This design comes from an exercise in tuning for small area, a short achievable clock period and few clock cycles per item on the open sky130 flow, not from production work. Only the layout flow was run in this run; the RTL was not checked for function there. Power figures rest on the tool's default switching activity, not on a simulated workload.

File: run.sh
#!/bin/bash
# synth_recipe.tcl (not shown) runs the flow's synth.tcl, then flattens the netlist and writes it again
# the make line also repeats each setting of config.mk as NAME=value (left out here)
make -C /OpenROAD-flow-scripts/flow DESIGN_CONFIG=/design/flow/config.mk WORK_HOME=/design/flow/orfs CLKGATE_MAP_FILE= SYNTH_SCRIPT=/design/flow/synth_recipe.tcl finish
File: config.mk
export PLATFORM = sky130hd
export DESIGN_NAME = euclidean_integer_divider_top
export DESIGN_NICKNAME = euclidean_integer_divider_top
export VERILOG_FILES = /design/flow/design.v
export SDC_FILE = /design/flow/constraint.sdc
export NUM_CORES = 4
export LEC_CHECK = 0
export CAP_MARGIN = 20
export CORE_MARGIN = 2
export CORE_UTILIZATION = 40
export PLACE_DENSITY = 0.6
export SLEW_MARGIN = 20
File: constraint.sdc
create_clock -name core_clock -period 5.0 [get_ports {clock}]
set_input_delay 1.0000 -clock core_clock [delete_from_list [all_inputs] [get_ports {clock}]]
set_output_delay 1.0000 -clock core_clock [all_outputs]
set_load 0.01 [all_outputs]
File: design.v
`default_nettype none
package edv_pkg;
   localparam int unsigned DataWidth = 32;
   localparam int unsigned QuoWidth  = DataWidth + 1;
   typedef struct packed {
      logic signed [DataWidth-1:0] dividend;
      logic signed [DataWidth-1:0] divisor;
   } req_type;
   typedef struct packed {
      logic signed [QuoWidth-1:0] quotient;
      logic                       divide_by_zero;
   } rsp_type;
endpackage
`default_nettype wire
`default_nettype none
module edv_add #(
   parameter int N = 31
) (
   input  wire logic [N-1:0] a,
   input  wire logic [N-1:0] b,
   input  wire logic         ci,
   output logic      [N-1:0] s,
   output logic              co
);
   localparam int L = $clog2(N + 1);
   logic [(L+1)*(N+1)-1:0] g;
   logic [(L+1)*(N+1)-1:0] p;
   assign g[0] = ci;
   assign p[0] = 1'b0;
   for (genvar m = 1; m <= N; m++) begin : g_in
      assign g[m] = a[m-1] & b[m-1];
      assign p[m] = a[m-1] ^ b[m-1];
   end
   for (genvar l = 0; l < L; l++) begin : g_lvl
      for (genvar m = 0; m <= N; m++) begin : g_pos
         if (((m >> l) & 1) == 1) begin : g_op
            localparam int J = ((m >> l) << l) - 1;
            assign g[(l+1)*(N+1)+m] = g[l*(N+1)+m] | (p[l*(N+1)+m] & g[l*(N+1)+J]);
            assign p[(l+1)*(N+1)+m] = p[l*(N+1)+m] & p[l*(N+1)+J];
         end else begin : g_cp
            assign g[(l+1)*(N+1)+m] = g[l*(N+1)+m];
            assign p[(l+1)*(N+1)+m] = p[l*(N+1)+m];
         end
      end
   end
   for (genvar m = 0; m < N; m++) begin : g_sum
      assign s[m] = p[m+1] ^ g[L*(N+1)+m];
   end
   assign co = g[L*(N+1)+N];
endmodule
`default_nettype wire
`default_nettype none
module euclidean_integer_divider_top #(
   parameter int NS = 2,                          
   parameter logic [NS*5-1:0] SK = {5'd2, 5'd8}   
) (
   input  wire logic              clock,
   input  wire logic              reset,
   input  wire logic              req_valid,
   output logic                   req_ready,
   input  edv_pkg::req_type       req_data,
   output logic                   rsp_valid,
   input  wire logic              rsp_ready,
   output edv_pkg::rsp_type       rsp_data
);
   logic [31:0] r_q;      
   logic [30:0] qa_q;     
   logic [1:0]  qh_q;     
   logic        dbz_q;
   logic [30:0] bt_q;     
   logic        bn_q;     
   logic        an_q;     
   logic [4:0]  cnt_q;    
   logic        act_q;    
   logic        vld_q;
   wire [31:0] a     = req_data.dividend;
   wire [31:0] b     = req_data.divisor;
   wire        a_neg = a[31];
   wire        b_neg = b[31];
   wire [30:0] amag  = a[30:0] ^ {31{a_neg}};
   wire [30:0] bt    = b[30:0] ^ {31{b_neg}};    
   wire fix   = act_q & (cnt_q == 5'd0);
   wire go    = req_valid & (!vld_q | rsp_ready);
   wire first = !act_q;
   logic [NS-1:0] f_ok;
   for (genvar n = 0; n < NS; n++) begin : g_first
      localparam int K = SK[n*5 +: 5];
      logic f;
      always_comb begin
         f = 1'b0;
         for (int i = 0; i <= K; i++) begin
            f = f | (((K - i) == 0 ? 1'b1 : |(bt >> (K - i)))
                     & (i == 0 ? 1'b1 : !(|(amag >> (31 - i)))));
         end
      end
      assign f_ok[n] = f;
   end
   wire        b_one = b_neg ? (bt == 31'd0) : (bt == 31'd1);
   wire        fit1  = amag[30] & b_one;
   logic [31:0] r_first;
   logic [30:0] qa_first;
   logic [4:0]  cnt_first;
   always_comb begin
      r_first   = {31'd0, amag[30] & !fit1};
      qa_first  = {amag[29:0], fit1};
      cnt_first = 5'd30;
      for (int n = NS - 1; n >= 0; n--) begin
         if (f_ok[n]) begin
            r_first   = 32'({amag} >> (31 - SK[n*5 +: 5]));
            qa_first  = amag << SK[n*5 +: 5];
            cnt_first = 5'(31 - SK[n*5 +: 5]);
         end
      end
   end
   logic [NS-1:0] l_ok;
   for (genvar n = 0; n < NS; n++) begin : g_skip
      localparam int K = SK[n*5 +: 5];
      wire [31:0] v = {r_q[31-K:0], qa_q[30:31-K]};
      wire [31:0] unused_s;
      wire        ge;
      edv_add #(.N(32)) u_cmp (.a(v), .b({1'b1, ~bt_q}), .ci(!bn_q), .s(unused_s), .co(ge));
      assign l_ok[n] = !(|r_q[31:32-K]) && !ge && (cnt_q >= 5'(K));
   end
   wire [31:0] t   = {r_q[30:0], qa_q[30]};
   wire        sub = !r_q[31];
   wire [31:0] s;
   wire        unused_co;
   edv_add #(.N(32)) u_add (.a(t), .b({sub, bt_q ^ {31{sub}}}), .ci(bn_q ^ sub), .s(s), .co(unused_co));
   logic [31:0] r_next;
   logic [30:0] qa_next;
   logic [4:0]  cnt_next;
   always_comb begin
      r_next   = s;
      qa_next  = {qa_q[29:0], !s[31]};
      cnt_next = cnt_q - 5'd1;
      for (int n = NS - 1; n >= 0; n--) begin
         if (l_ok[n]) begin
            r_next   = 32'({r_q, qa_q} >> (31 - SK[n*5 +: 5]));
            qa_next  = qa_q << SK[n*5 +: 5];
            cnt_next = cnt_q - SK[n*5 +: 5];
         end
      end
   end
   wire        dbz   = !bn_q && (bt_q == 31'd0);
   wire        q_neg = an_q ^ bn_q;
   wire [32:0] qx    = {2'b00, qa_q} ^ {33{q_neg}};
   wire [32:0] qf;
   wire        unused_co2;
   edv_add #(.N(33)) u_inc (.a(qx), .b(33'd0), .ci(bn_q), .s(qf), .co(unused_co2));
   always_ff @(posedge clock) begin
      bt_q <= bt;
      bn_q <= b_neg;
      an_q <= a_neg;
   end
   always_ff @(posedge clock) begin
      if (first) begin
         r_q   <= r_first;
         cnt_q <= cnt_first;
      end else begin
         r_q   <= r_next;
         cnt_q <= cnt_next;
      end
   end
   always_ff @(posedge clock) begin
      if (fix) begin
         qa_q  <= dbz ? 31'd0 : qf[30:0];
         qh_q  <= dbz ? 2'd0 : qf[32:31];
         dbz_q <= dbz;
      end else if (go) begin
         qa_q  <= first ? qa_first : qa_next;
      end
   end
   always_ff @(posedge clock) begin
      if (reset) begin
         act_q <= 1'b0;
         vld_q <= 1'b0;
      end else begin
         act_q <= !fix && (go || act_q);
         vld_q <= fix || (vld_q && !rsp_ready);
      end
   end
   assign req_ready = fix;
   assign rsp_valid = vld_q;
   assign rsp_data  = {qh_q, qa_q, dbz_q};
endmodule
`default_nettype wire
==> run summary <==
-- report_power, final --
part	switching [W]	total, W	internal (W)	leakage, nW
Clock	0.000357	0.000776	0.000420	0.156
Sequential	0.000362	0.00146	0.00110	0.941
Combinational	0.00225	0.00387	0.00162	4.18
-- routing by layer --
layer,part of all wire [%],up-vias,track usage [%]
li1,-,4768,-
met1,48,4721,36.3
met2,44,334,37.3
met3,6.9,27,2.93
met4,1.2,0,5.22
met5,0,-,0
-- per-stage QoR --
| stage | instance area (um2) | total power (W) | utilization, % |
|---|---|---|---|
| 2_1_floorplan | 10700 | 0.00419 | - |
| 5_1_grt | 12300 | 0.00662 | 47.1 |
| 3_5_place_dp | 12000 | 0.00529 | 45.9 |
| 6_report | 12300 | 0.00611 | 47.1 |
| 4_1_cts | 12300 | 0.00608 | 47.1 |
| 3_3_place_gp | 12000 | 0.00525 | 45.9 |
-- layout make-up --
type	count	area [um2]	share of cell area, %
Clock buffer	11	253	2.05
Inverter	67	251	2.04
Tap cell	335	419	3.41
Multi-Input combinational cell	1011	7540	61.3
Timing Repair Buffer	137	1290	10.5
Sequential cell	106	2490	20.3
Clock inverter	5	61.3	0.498
-- critical path: stages --
cell	delay [ps]
clkdlybuf4s50_1	450
or4_1	510
mux2i_1	180
o21ai_0	240
nor2_1	360
nand3_1	470
nor2_1	670
a221o_1	250
a21boi_0	70
o21ai_0	160
-- worst max-delay path by stage --
stage / from / to / slack, ps
after floorplan: r_q[31] / r_q[16] / 1030
after global placement: req_data[19] / r_q[0] / 640
after detailed placement: req_data[19] / qa_q[30] / 560
after CTS: req_data[19] / qa_q[30] / 920
after global routing: r_q[31] / r_q[31] / 700
final: req_data[18] / qa_q[30] / 840
-- flip-flops by register name (all words and copies together) (netlist names) --
register and flops:
cnt_q 5, vld_q 1, act_q 1, an_q 1, bn_q 1, bt_q 31, qa_q 31, r_q 32
qh_q 2, dbz_q 1
-- cell usage in the layout, fill, tap and decap left out, types with 28 or more instances in the layout --
cell type and count:
nor2_1 59, nand4_1 28, ha_1 105, o211ai_1 31, buf_4 33, o21ai_0 76, mux2i_1 73, clkdlybuf4s50_1 101
inv_1 66, dfxtp_1 68, xor2_1 62, xnor2_1 96, edfxtp_1 37, nand2_1 79, nand3_1 37, a21oi_1 108
-- cell families (layout without fill, tap and decap cells) --
family	Yosys count	after routing	share of synthesized area, %
AOI/OAI and AO/OA	345	345	20.5
xor gates and xnor gates	159	159	13.1
adders and majority gates	110	110	13.3
buffers and inverters	148	220	6.01
DFF	106	106	23.4
muxes	91	91	9.08
and+or+nand+nor	306	306	14.6
==> summary.txt <==
Floorplanning
  – DIE WIDTH: 167 um
  – Chip height: 167 um
  – Standard-cell rows: 59
  – # IOs: approximately 100
  – Core area: 26,100 um2
  – Die area: 27,900 um2
  – Initial Util: slightly above 40%

STA
  – Setup_tns: 0 ps
  – Final setup margin: 843 ps
  – Tmin final: 4160 ps
  – Final setup viols: 0
  – Worst-Margin Slew: 1060 ps
  – Relative slew slack: 28.3%
  – Final Hold Vio Count: 0
  – Unrepaired setup endpoints after global routing: false
  – Max-slew violations: 0
  – Final Cycle Share: ~83%
  – Worst Hold Slack: 546 ps
  – F_max: 241 MHz
  – Clock skew after layout: 14.6 ps

Finish
  – Fill count: 2,602
  – Diodes inserted: 0
  – Share of cells above drive strength 1: 6.43%
  – Finished Layout Cells: 1,672
  – Area Growth Syn to Fin: 15.5%
  – Layout Nets: between 1,500 and 2,000

Worst setup path
  – FF-to-FF End: r_q[31]
  – R2R Setup Slk: 970 ps
  – Setup Crit Path Kind: in -> reg
  – Worst-path fanout max: 13
  – CP Capture Type: flop
  – Worst EP arrival: 4360 ps
  – CP required: 5200 ps
  – Worst r2r path cells: 13
  – Startpoint type of the worst setup path: input port
  – Worst r2r src: r_q[31]

Route
  – Routed len/inst: 20.2 um
  – Starting DRT DRC Count: 878
  – DRC viols: 0
  – Via count: 9,850
  – Final ANT Viol Nets: 0
  – Drt pass-1 iters: 16
  – Via density per instance: 5.89
  – Final Routed Wirelength: between 30,000 and 40,000 um

Synth
  – Count leader, synth: a21oi_1
  – Yosys cell types: 77
  – Synth cell count leaders: a21oi_1, ha_1, xnor2_1
  – Average size of a mapped cell: 8.42 um2
  – YS warnings: 1
  – Syn nets: about 1,400
  – Number of synthesized register bits: about 110
  – Top FF cell, synth: dfxtp_1
  – Number of synthesized flops with an enable pin: 37
  – Area contributors post-synth: dfxtp_1, ha_1, edfxtp_1, xnor2_1, mux2i_1
  – Post-Syn Area: 10,700 um2
  – Share of the synthesized area in the top cell type: 13.0%
  – Yosys top cell by area: dfxtp_1
  – Cells after Synth: 1,265
  – Seq/Total Area, Yosys: between 20% and 30%
  – Post-synth ARST share: 0%

Placement
  – Worst slack, placed: ~560 ps
  – Post-DP HPWL: between 20,000 and 30,000 um
  – IO Port Bufs: 103
  – Final GP Congestion: 0.911
  – Post-Place Cells: 1,656

GRT
  – Total GRT Usage: 24.2%
  – Global-route wire length before repair: between 50,000 and 60,000 um
  – GRT Residual Overflow: 0
  – Largest net degree at the start of global routing: between 70 and 80
  – Vias in the first global route: 9,622
  – Initial antenna violation count: 0

Power and ir drop
  – Static Leak: 5.28 nW
  – Power Dens Cells: 496 nW/um2
  – Worst IR drop on VDD: ~0.00037 V

Clocking
  – CTS tree: yes
  – Reg clk slew, reported paths: 80 ps
  – CTS Hold Bufs: 0
  – Post_cts resized: 0
  – Clock Latency Late Sink: 360 ps
  – Clock Tree Buf Depth: 2
  – Root buffer cell: clkbuf_16
  – Setup bufs post-CTS: 0
  – CTS H-tree depth: 3
  – CTS buffer count: 9
  – Clk sinks: ~110

Worst hold path
  – Critical hold path startpoint: vld_q
  – Worst Hold Depth: 2
  – HP Class: reg -> reg
  – End point of the worst hold path: vld_q

Run
  – # Max-Cap Violations: 0

Run status
  – Outcome: finished clean

what the ideal ports hide:
The results above use ideal ports. As a check the final layout listed here was re-extracted and re-timed, cells and wires unchanged.
Step 1 sets driving cells, clkbuf_16 on the clock port and buf_2 on the other inputs (assumed; they add their load-dependent delay and slew).
Step 2 moves the port delays by t, midway between the first and last clock arrival at a register: inputs arrive t later, outputs are due t later. That takes back most of the time a late clock gives input paths.
Three values: ideal ports, drivers, drivers and shift; two values: the first two.
shift t [ns]: 0.405
setup WS [ns]: 0.843 / 0.868 / 0.463
worst setup path after step 2: input to register
latest minus earliest clock arrival (ns): 0.015 / 0.014
After both steps setup and hold are still met in this run. The setup slack of this run moves by +0.025 ns with the drivers and by -0.380 ns with both steps.
